Background: an optimization exercise with open tools, aiming at small area and a short achievable clock period. Do not read the settings as production practice.

Setup of the baseline:
==> flow/design.v <==
module finv_pipe #(
   parameter int LATENCY = 2
) (
   input  logic        clk,
   input  logic        rst,
   input  logic        valid_in,
   input  logic [31:0] x,
   output logic        valid_out,
   output logic [31:0] y,
   output logic        ovf
);
   if (LATENCY != 2) begin : g_latency_check
      $error("finv_pipe: only LATENCY=2 is implemented");
   end
   localparam int ND = 12;    
   localparam int W  = 25;    
   localparam int KA = 3;     
   localparam int LB = 11;    
   function automatic logic [3:0] qsel_f(input logic [6:0] s, input logic [6:0] c,
                                         input logic [2:0] d3);
      logic signed [6:0] n, m2, m1, m0, mm1;
      logic ge2, ge1, ge0, gem1;
      n = $signed(s + c);
      m1 = d3[2] ? 7'sd6 : 7'sd4;
      m0 = d3[2] ? -7'sd8 : -7'sd5;
      case (d3)
         3'd0: begin m2 = 7'sd12; mm1 = -7'sd13; end
         3'd1: begin m2 = 7'sd14; mm1 = -7'sd15; end
         3'd2: begin m2 = 7'sd15; mm1 = -7'sd16; end
         3'd3: begin m2 = 7'sd16; mm1 = -7'sd18; end
         3'd4: begin m2 = 7'sd18; mm1 = -7'sd20; end
         3'd5: begin m2 = 7'sd20; mm1 = -7'sd20; end
         3'd6: begin m2 = 7'sd22; mm1 = -7'sd22; end
         default: begin m2 = 7'sd24; mm1 = -7'sd24; end
      endcase
      ge2  = (n >= m2);
      ge1  = (n >= m1);
      ge0  = (n >= m0);
      gem1 = (n >= mm1);
      qsel_f = {ge1, ~ge0, ge2 | ~gem1, (ge1 & ~ge2) | (gem1 & ~ge0)};
   endfunction
   logic        s_a;
   logic [7:0]  e_a;
   logic [22:0] f_a;
   logic [22:0] mf_a;      
   logic        nan_a, inf_a, zro_a;
   logic [7:0]  eb_a;      
   logic [W-1:0] dm_a;
   assign s_a = x[31];
   assign e_a = x[30:23];
   assign f_a = x[22:0];
   always_comb begin
      nan_a = (e_a == 8'hFF) && (f_a != 23'h0);
      zro_a = ((e_a == 8'hFF) && (f_a == 23'h0)) || (e_a == 8'hFE);
      inf_a = (e_a == 8'h00) && (f_a[22:21] == 2'b00);
      if (e_a != 8'h00) begin
         mf_a = f_a;
         eb_a = 8'd253 - e_a;
      end else if (f_a[22]) begin
         mf_a = {f_a[21:0], 1'b0};
         eb_a = 8'd253;
      end else begin
         mf_a = {f_a[20:0], 2'b00};
         eb_a = 8'd254;
      end
   end
   logic [KA+1:0][W-1:0] as, ac;
   logic [KA+1:2][2:0]   qa;
   assign dm_a  = {2'b01, mf_a};
   assign as[1] = ~(mf_a[22] ? dm_a : (dm_a << 1));
   assign ac[1] = W'(1) + (W'(1) << 24);
   for (genvar j = 2; j <= KA + 1; j++) begin : g_arow
      logic [3:0]   q;
      logic [W-1:0] s4, c4, op;
      assign q  = qsel_f(as[j-1][W-1:W-7], ac[j-1][W-1:W-7], mf_a[22:20]);
      assign qa[j] = q[2:0];
      assign s4 = as[j-1] << 2;
      assign c4 = ac[j-1] << 2;
      assign op = ((q[1] ? (dm_a << 1) : '0) | (q[0] ? dm_a : '0)) ^ {W{q[3]}};
      assign as[j] = s4 ^ c4 ^ op;
      assign ac[j] = {(s4[W-2:0] & c4[W-2:0]) | (s4[W-2:0] & op[W-2:0]) | (c4[W-2:0] & op[W-2:0]), q[3]};
   end
   logic         v1, s1, nan1, zro1, inf1;
   logic [7:0]   eb1;
   logic [22:0]  mf1;
   logic [KA+1:2][2:0] qa1;
   always_ff @(posedge clk) begin
      if (rst) v1 <= 1'b0;
      else     v1 <= valid_in;
      s1   <= s_a;
      nan1 <= nan_a;
      zro1 <= zro_a;
      inf1 <= inf_a;
      eb1  <= eb_a;
      mf1  <= mf_a;
      qa1  <= qa;
   end
   logic         s2, nan2, zro2, inf2;
   logic [7:0]   eb2;
   logic [22:0]  mf2;
   logic [W-1:0] ws2;
   logic [W-1:0] wc2;
   logic [LB:2]  qn2, qt2, qo2;
   logic [W-1:0] dm2;
   assign dm2 = {2'b01, mf2};
   logic [W-1:0] dm;
   logic [ND:0][W-1:0] ws, wc;
   logic [ND:0]  qn, q2, q1;    
   assign dm    = {2'b01, mf1};
   assign ws[1] = ~(mf1[22] ? dm : (dm << 1));
   assign wc[1] = W'(1) + (W'(1) << 24);
   for (genvar j = 2; j <= ND; j++) begin : g_row
      logic [3:0]   q;
      logic [W-1:0] s_in, c_in, m, s4, c4, op;
      logic [2:0]   d3;
      if (j == LB + 1) begin : g_c2
         assign s_in = ws2;
         assign c_in = wc2;
      end else begin : g_c1
         assign s_in = ws[j-1];
         assign c_in = wc[j-1];
      end
      assign m  = (j <= LB) ? dm : dm2;
      assign d3 = (j <= LB) ? mf1[22:20] : mf2[22:20];
      if (j <= KA + 1) begin : g_qa
         assign q = {~qa1[j][2] & (qa1[j][1] | qa1[j][0]), qa1[j]};
      end else begin : g_qs
         assign q = qsel_f(s_in[W-1:W-7], c_in[W-1:W-7], d3);
      end
      assign qn[j] = q[2];
      assign q2[j] = q[1];
      assign q1[j] = q[0];
      assign s4 = s_in << 2;
      assign c4 = c_in << 2;
      assign op = ((q[1] ? (m << 1) : '0) | (q[0] ? m : '0)) ^ {W{q[3]}};
      assign ws[j][1:0] = op[1:0];
      assign wc[j][0]   = q[3];
      assign wc[j][2:1] = 2'b00;
      for (genvar i = 2; i < W; i++) begin : g_b
         if (j == 2 || i == 3 || i == 4 || i == W - 1) begin : g_l
            if (i < W - 1) begin : g_c
               assign {wc[j][i+1], ws[j][i]} = 2'(s4[i]) + 2'(c4[i]) + 2'(op[i]);
            end else begin : g_t
               assign ws[j][i] = s4[i] ^ c4[i] ^ op[i];
            end
         end else begin : g_f
            finv_fa u_f (.a(s4[i]), .b(c4[i]), .c(op[i]), .s(ws[j][i]), .co(wc[j][i+1]));
         end
      end
   end
   always_ff @(posedge clk) begin
      if (rst) valid_out <= 1'b0;
      else     valid_out <= v1;
      s2   <= s1;
      nan2 <= nan1;
      zro2 <= zro1;
      inf2 <= inf1;
      eb2  <= eb1;
      mf2  <= mf1;
      ws2  <= ws[LB];
      wc2  <= {wc[LB][W-1:3], 2'b00, wc[LB][0]};
      qn2  <= qn[LB:2];
      qt2  <= q2[LB:2];
      qo2  <= q1[LB:2];
   end
   logic [W+1:0] mx, tp, tm;
   logic         up, dn;
   assign mx = {4'b0001, mf2};
   logic [W-1:0] fs, fc;
   if (LB == ND) begin : g_fr
      assign fs = ws2;
      assign fc = wc2;
   end else begin : g_fw
      assign fs = ws[ND];
      assign fc = wc[ND];
   end
   assign tp = {fs, 2'b00} + {fc, 2'b00} - mx;
   assign tm = {fs, 2'b00} + {fc, 2'b00} + mx;
   assign up = ~tp[W+1];
   assign dn = tm[W+1];
   logic [23:0] pv, nv, sq;
   always_comb begin
      pv = '0;
      nv = '0;
      pv[23:22] = {~mf2[22], mf2[22]};
      for (int j = 2; j <= ND; j++) begin
         if (j <= LB) begin
            pv[2*(ND-j) +: 2] = {qt2[j] & ~qn2[j], qo2[j] & ~qn2[j]};
            nv[2*(ND-j) +: 2] = {qt2[j] & qn2[j], qo2[j] & qn2[j]};
         end else begin
            pv[2*(ND-j) +: 2] = {q2[j] & ~qn[j], q1[j] & ~qn[j]};
            nv[2*(ND-j) +: 2] = {q2[j] & qn[j], q1[j] & qn[j]};
         end
      end
   end
   logic [23:0] sq0, sq1;
   assign sq0 = pv + ~nv;
   assign sq1 = pv + ~nv + 24'd1;
   function automatic logic [32:0] pack(input logic [23:0] sq, input logic b0,
                                        input logic s, input logic nan, input logic inf,
                                        input logic zro, input logic [7:0] eb,
                                        input logic [22:0] mf);
      logic cy, of, uf;
      cy = sq[23];
      of = (eb == 8'd254) && cy;
      uf = (eb == 8'd0) && !cy;
      if (nan)
         pack = {1'b0, s, 8'hFF, 1'b1, mf[21:0]};
      else if (inf || (!zro && of))
         pack = {1'b1, s, 8'hFF, 23'h0};
      else if (!zro && !uf)
         pack = {1'b0, s, cy ? eb + 8'd1 : eb, sq[21:0], b0};
      else
         pack = 33'h0;
   endfunction
   logic [32:0] r0, r1;
   assign r0 = pack(sq0, 1'b1, s2, nan2, inf2, zro2, eb2, mf2);
   assign r1 = pack(sq1, up, s2, nan2, inf2, zro2, eb2, mf2);
   assign {ovf, y} = dn ? r0 : r1;
endmodule
module finv_fa (
   input  logic a,
   input  logic b,
   input  logic c,
   output logic s,
   output logic co
);
   assign s  = a ^ b ^ c;
   assign co = (a & b) | (a & c) | (b & c);
endmodule
==> flow/config.mk <==
export PLATFORM = sky130hd
export DESIGN_NAME = finv_pipe
export DESIGN_NICKNAME = finv_pipe
export VERILOG_FILES = /design/flow/design.v
export SDC_FILE = /design/flow/constraint.sdc
export NUM_CORES = 4
export LEC_CHECK = 0
export ABC_AREA = 1
export CAP_MARGIN = 20
export CORE_MARGIN = 2
export CORE_UTILIZATION = 40
export CTS_BUF_LIST = sky130_fd_sc_hd__clkbuf_4 sky130_fd_sc_hd__clkbuf_8
export SLEW_MARGIN = 20
export SYNTH_HIERARCHICAL = 1
export SYNTH_MINIMUM_KEEP_SIZE = 0
==> flow/constraint.sdc <==
create_clock -name core_clock -period 125.0 [get_ports {clk}]
set_input_delay 25.0000 -clock core_clock [delete_from_list [all_inputs] [get_ports {clk}]]
set_output_delay 25.0000 -clock core_clock [all_outputs]
set_load 0.01 [all_outputs]
standard.sh (not shown) runs the stock make flow with config.mk's settings and CLKGATE_MAP_FILE= SYNTH_SCRIPT=/design/flow/synth_recipe.tcl, a recipe that flattens the netlist after the stock synthesis.
==> flow/flow/run.sh <==
#!/bin/bash
set -euo pipefail
bash standard.sh "BUFFER_PORTS_ARGS=-buffer_cell sky130_fd_sc_hd__buf_2" SETUP_SLACK_MARGIN=90 finish > make.log 2>&1
Inputs modified between the baseline and the candidate:
-- flow/design.v --
<<< the baseline, line 15
   localparam int ND = 12;    
   localparam int W  = 25;    
   localparam int KA = 3;     
   localparam int LB = 11;    
   function automatic logic [3:0] qsel_f(input logic [6:0] s, input logic [6:0] c,
>>> the candidate, line 15
   localparam int ND = 12;    
   localparam int W  = 25;    
   localparam int KA = 2;     
   localparam int LB = 11;    
   function automatic logic [3:0] qsel_f(input logic [6:0] s, input logic [6:0] c,
<<< the baseline, line 46
   logic        nan_a, inf_a, zro_a;
   logic [7:0]  eb_a;      
   logic [W-1:0] dm_a;
   assign s_a = x[31];
   assign e_a = x[30:23];
>>> the candidate, line 46
   logic        nan_a, inf_a, zro_a;
   logic [7:0]  eb_a;      
   assign s_a = x[31];
   assign e_a = x[30:23];
<<< the baseline, line 65
      end
   end
   logic [KA+1:0][W-1:0] as, ac;
   logic [KA+1:2][2:0]   qa;
   assign dm_a  = {2'b01, mf_a};
   assign as[1] = ~(mf_a[22] ? dm_a : (dm_a << 1));
   assign ac[1] = W'(1) + (W'(1) << 24);
   for (genvar j = 2; j <= KA + 1; j++) begin : g_arow
      logic [3:0]   q;
      logic [W-1:0] s4, c4, op;
      assign q  = qsel_f(as[j-1][W-1:W-7], ac[j-1][W-1:W-7], mf_a[22:20]);
      assign qa[j] = q[2:0];
      assign s4 = as[j-1] << 2;
      assign c4 = ac[j-1] << 2;
      assign op = ((q[1] ? (dm_a << 1) : '0) | (q[0] ? dm_a : '0)) ^ {W{q[3]}};
      assign as[j] = s4 ^ c4 ^ op;
      assign ac[j] = {(s4[W-2:0] & c4[W-2:0]) | (s4[W-2:0] & op[W-2:0]) | (c4[W-2:0] & op[W-2:0]), q[3]};
   end
   logic         v1, s1, nan1, zro1, inf1;
   logic [7:0]   eb1;
>>> the candidate, line 64
      end
   end
   localparam logic [191:0] Q2TBL = 192'h000000000249249249249249db6db6db6db6d6db6db68000;
   localparam logic [1535:0] Q3TBL = 1536'h000000000000000000249249249249249249249249249249249249249249249249492492db6db6db6db6db6db6db6db6db6db6db6dadb6db6db6db6db6db6db6db6db6d000000000000000000000000000000000249249249249249249249249db6db6db6db6db6db6db6db6db6dadb6db6db6db6db6db6db6db6da00000000000000000049249249249249249249252492492db6db6db6d6db6db6db6db6db6d00000000000000004924924924924a492db6db6db6dadb6db6db6db40000000;
   logic [KA+1:2][2:0] qa;
   assign qa[2] = Q2TBL[3 * mf_a[22:17] +: 3];
   assign qa[3] = Q3TBL[3 * mf_a[22:14] +: 3];
   logic         v1, s1, nan1, zro1, inf1;
   logic [7:0]   eb1;
Results
- The candidate completed end to end with timing, DRC and antenna clean.
- Changes observed in the candidate relative to the baseline: utilization went up by 0.66 points; starting utilization of the core area was more or less identical; count of antenna-violating nets left after detailed routing was more or less identical.
- [compare] base=the baseline new=the candidate: clock sink count fell 3, total detailed-routing wirelength rose 4400 um.
- [compare] base=the baseline new=the candidate: largest net degree at the start of global routing fell 13; die width now smaller.
- In the reports for the candidate and the baseline, the larger sequential cell area fraction in the yosys report belongs to the candidate.
- Summary of the candidate over the baseline: portion of netlist area occupied by mux cells neither gained nor lost much, mean number of vias per cell picked up an extra 2.2%, design area lost about 4.6%.
- Pre-CTS setup slack in the candidate is 0.69 ns higher than in the baseline
Function was not checked in any run of this note: the RTL went through the layout flow alone.

## afterwards: timing with drivers on the ports
The results above use ideal ports. As a check the final layouts listed here were re-extracted and re-timed, cells and wires unchanged. Step 1 assumes that a clkbuf_16 drives the clock port and a buf_2 every other input. Step 2 times the ports against the registers' clock, not the clock port: input delays grow and output delays shrink by t, the midpoint of the rising clock arrivals with the driver on. a / b / c = ideal / step 1 / step 2; a / b = the first two.
| run | shift t [ns] | setup slack, ns | worst register clock-pin slew, ns | worst slew at a driven data input, ns |
|---|---|---|---|---|
| the baseline | 0.540 | 90.556 / 90.579 / 90.040 | 0.11 / 0.11 | 0.07 |
| the candidate | 0.550 | 90.507 / 90.459 / 91.009 | 0.12 / 0.12 | 0.09 |
After both steps every run listed still meets setup and hold. The setup slack of the baseline, which loses most, moves by +0.023 ns with the drivers and by -0.516 ns with both steps.
